From an optimization exercise on the open Yosys and OpenROAD flow, aimed at small area, a short achievable clock period and few clock cycles per item; shortcuts taken in it are not production practice.
Only simulation tests tie the RTL to the original design; equivalence was not proved.

== job 8737 ==
## box_distance_bounds_top
module box_distance_bounds_top #(
    parameter int COORD_BITS = 24
) (
    input  logic                               clk,
    input  logic                               rst_n,
    input  logic                               in_valid,
    output logic                               in_stall,
    input  logic signed [COORD_BITS-1:0]       a_low,
    input  logic signed [COORD_BITS-1:0]       a_high,
    input  logic signed [COORD_BITS-1:0]       b_low,
    input  logic signed [COORD_BITS-1:0]       b_high,
    input  logic                               last,
    output logic                               out_valid,
    input  logic                               out_stall,
    output logic [bdb_pkg::SUM_W-1:0]          min_sq_dist,
    output logic [bdb_pkg::SUM_W-1:0]          max_sq_dist,
    output logic [bdb_pkg::ROOT_W-1:0]         min_dist,
    output logic [bdb_pkg::ROOT_W-1:0]         max_dist
);
For scale: roughly 9600 cells after synthesis, roughly 65000 sq um of cells after synthesis.
clock: 9.0 ns
lec_check: 0
abc_area: 1
cap_margin: 20
core_margin: 2
core_utilization: 40
setup_slack_margin: 1.5
slew_margin: 20
run.sh (not shown) runs the stock make flow with config.mk's settings and CLKGATE_MAP_FILE= SYNTH_SCRIPT=/design/flow/synth_recipe.tcl, a recipe that flattens the netlist after the stock synthesis.
Testbench counts of job 8737, summed over its fixed seeds: cycles 7,240, items 800.
The following lists how job 5725 was set up differently from job 8737:
Settings: a change of SETUP_SLACK_MARGIN from 1.5 to 1.0; a deleted ABC_AREA that had been 1.
Notes after the runs:
Looking at final worst setup slack across job 5725 and job 8737, the one that comes out lower is job 5725.
The flow did not stop early for job 5725: all stages ran, and the layout cleared the timing, design-rule and antenna checks.
Compare job 5725 and job 8737 | post-route met1 wirelength higher: job 8737
Diff job 8737 -> job 5725 | synthesized area | down by a few percent
Modified inputs, job 3089 compared to job 5725
Settings: swapping 1.0 for 1.5 in SETUP_SLACK_MARGIN.
==> comparison <==
Between job 5725 and job 3089, final critical-path required period decreased.
Number of max-slew violations in the final report: job 5725 vs job 3089 identical
| DRC violation total after the first TritonRoute iteration | lower: job 5725 |
Length of routed met3 wiring up 4.5% in job 3089 wrt job 5725
Job 3089: PASS, flow complete, no timing, DRC or antenna violations
Taking job 5725 as the reference point, the total non-filler cell area in the finished layout of job 3089 rises by about 2.8%.
The hold slack in job 3089 sits 7.2 ps above the value recorded for job 5725.


Starting RTL as in the previous note.
export LEC_CHECK = 0
export CAP_MARGIN = 20
export CORE_MARGIN = 2
export CORE_UTILIZATION = 40
export SETUP_SLACK_MARGIN = 2.0
export SLEW_MARGIN = 20
create_clock -name core_clock -period 9.0 [get_ports {clk}]
Testbench counts at the start, summed over its fixed seeds: cycles 7,240, items 800.
Then changed:
Settings changed: ABC_AREA set to 1.
What happened: Die area is higher by 4.8%. Fmax is higher by 0.86%. Register-to-register slack is better by 0.06 ns. Worst setup slack gains 0.061 ns.
Then changed:
Settings changed: ABC_AREA 1 to unset, SETUP_SLACK_MARGIN 2.0 to 1.25.
After rerunning:
- hold slack gains 0.038 ns
- non-clock buffer count falls by 193
- final area is lower by 10%
- setup slack is worse by 0.50 ns
- global-route usage fell by 1.5 points
- wire length falls by about 10%
- maximum frequency fell by about 7%
- register-to-register slack got worse by 0.50 ns
- synthesized cell count goes down by about 20%


Another version of the RTL of box_distance_bounds_top (not shown whole).
Size: roughly 270 I/O pins, ~63000 um2 of cells after synthesis.
==> flow/design.v (excerpt) <==
module box_distance_bounds_top #(
    parameter int COORD_BITS = 24
) (
    input  logic                               clk,
    input  logic                               rst_n,
    input  logic                               in_valid,
    output logic                               in_stall,
    input  logic signed [COORD_BITS-1:0]       a_low,
    input  logic signed [COORD_BITS-1:0]       a_high,
    input  logic signed [COORD_BITS-1:0]       b_low,
    input  logic signed [COORD_BITS-1:0]       b_high,
    input  logic                               last,
    output logic                               out_valid,
    input  logic                               out_stall,
    output logic [bdb_pkg::SUM_W-1:0]          min_sq_dist,
    output logic [bdb_pkg::SUM_W-1:0]          max_sq_dist,
    output logic [bdb_pkg::ROOT_W-1:0]         min_dist,
    output logic [bdb_pkg::ROOT_W-1:0]         max_dist
);
    localparam int SQ_K4    = 2;
    localparam int NB_W     = 4 * SQ_K4;
    localparam int SQ_TOP_W = 6;
    localparam int V_W      = SUM_W - SQ_TOP_W;
    localparam int SQ_CYC   = V_W / NB_W;
    localparam int CNT_W  = 3;
    logic                  a_valid;
    logic                  a_last;
    logic [COORD_BITS-1:0] gap_w;
    logic [COORD_BITS-1:0] span_w;
    logic                  span_c_w;
    logic [COORD_BITS-1:0] gap_reg;
  ...
clock: 9.0 ns
lec_check: 0
cap_margin: 20
core_margin: 2
core_utilization: 55
setup_slack_margin: 1.5
slew_margin: 20
Testbench counts at the start, summed over its fixed seeds: cycles 7,822, items 800.
==> next run, changes <==
--- a/flow/config.mk
+++ b/flow/config.mk
@@ -10 +10 @@
-export CORE_UTILIZATION = 55
+export CORE_UTILIZATION = 40
The changed run finished clean.
Global-route usage fell by 9.1 points.
Non-clock buffer count fell by 21.
Final area rose by 0.52%.
First-iteration DRC count fell by 11%.
Worst hold slack is better by 4.1 ps.
Wire length rose by 3.2%.
Fmax rose by 4.7%.

==> what the ideal ports hide <==
The flow's constraints put no driver on any port. The routed layouts listed below were extracted and timed again, unchanged, in two steps. Step 1 (the two cells are an assumption about what drives the block):
set clk [get_ports {clk}]
set_driving_cell -lib_cell sky130_fd_sc_hd__clkbuf_16 $clk
set_driving_cell -lib_cell sky130_fd_sc_hd__buf_2 [delete_from_list [all_inputs] $clk]
Step 2 also shifts input and output timing later by t, the mid clock arrival at the registers, as if the neighbouring blocks saw the same clock. Three values: ideal ports, drivers, drivers and shift; two values: the first two.
run	t (ns)	setup slack, ns	worst setup path after step 2	cell pins on the clock port's net
job 8737	0.722	1.799 / 1.799 / 1.259	input to register	1
job 5725	0.727	1.280 / 1.280 / 0.733	input to register	1
job 3089	0.732	1.635 / 1.635 / 1.090	input to register	1
the first run of note 2	0.740	1.868 / 1.868 / 1.483	input to register	1
the second run of note 2	0.721	1.929 / 1.929 / 1.630	input to register	1
the third run of note 2	0.750	1.425 / 1.425 / 0.920	input to register	1
the first run of note 3	0.755	1.327 / 1.327 / 1.051	input to register	1
the second run of note 3	0.748	1.670 / 1.670 / 1.084	input to register	1
After both steps setup and hold are still met in every run listed. For the second run of note 3, which loses most, drivers alone change the setup slack by 0.000 ns; drivers and shift together by -0.586 ns.
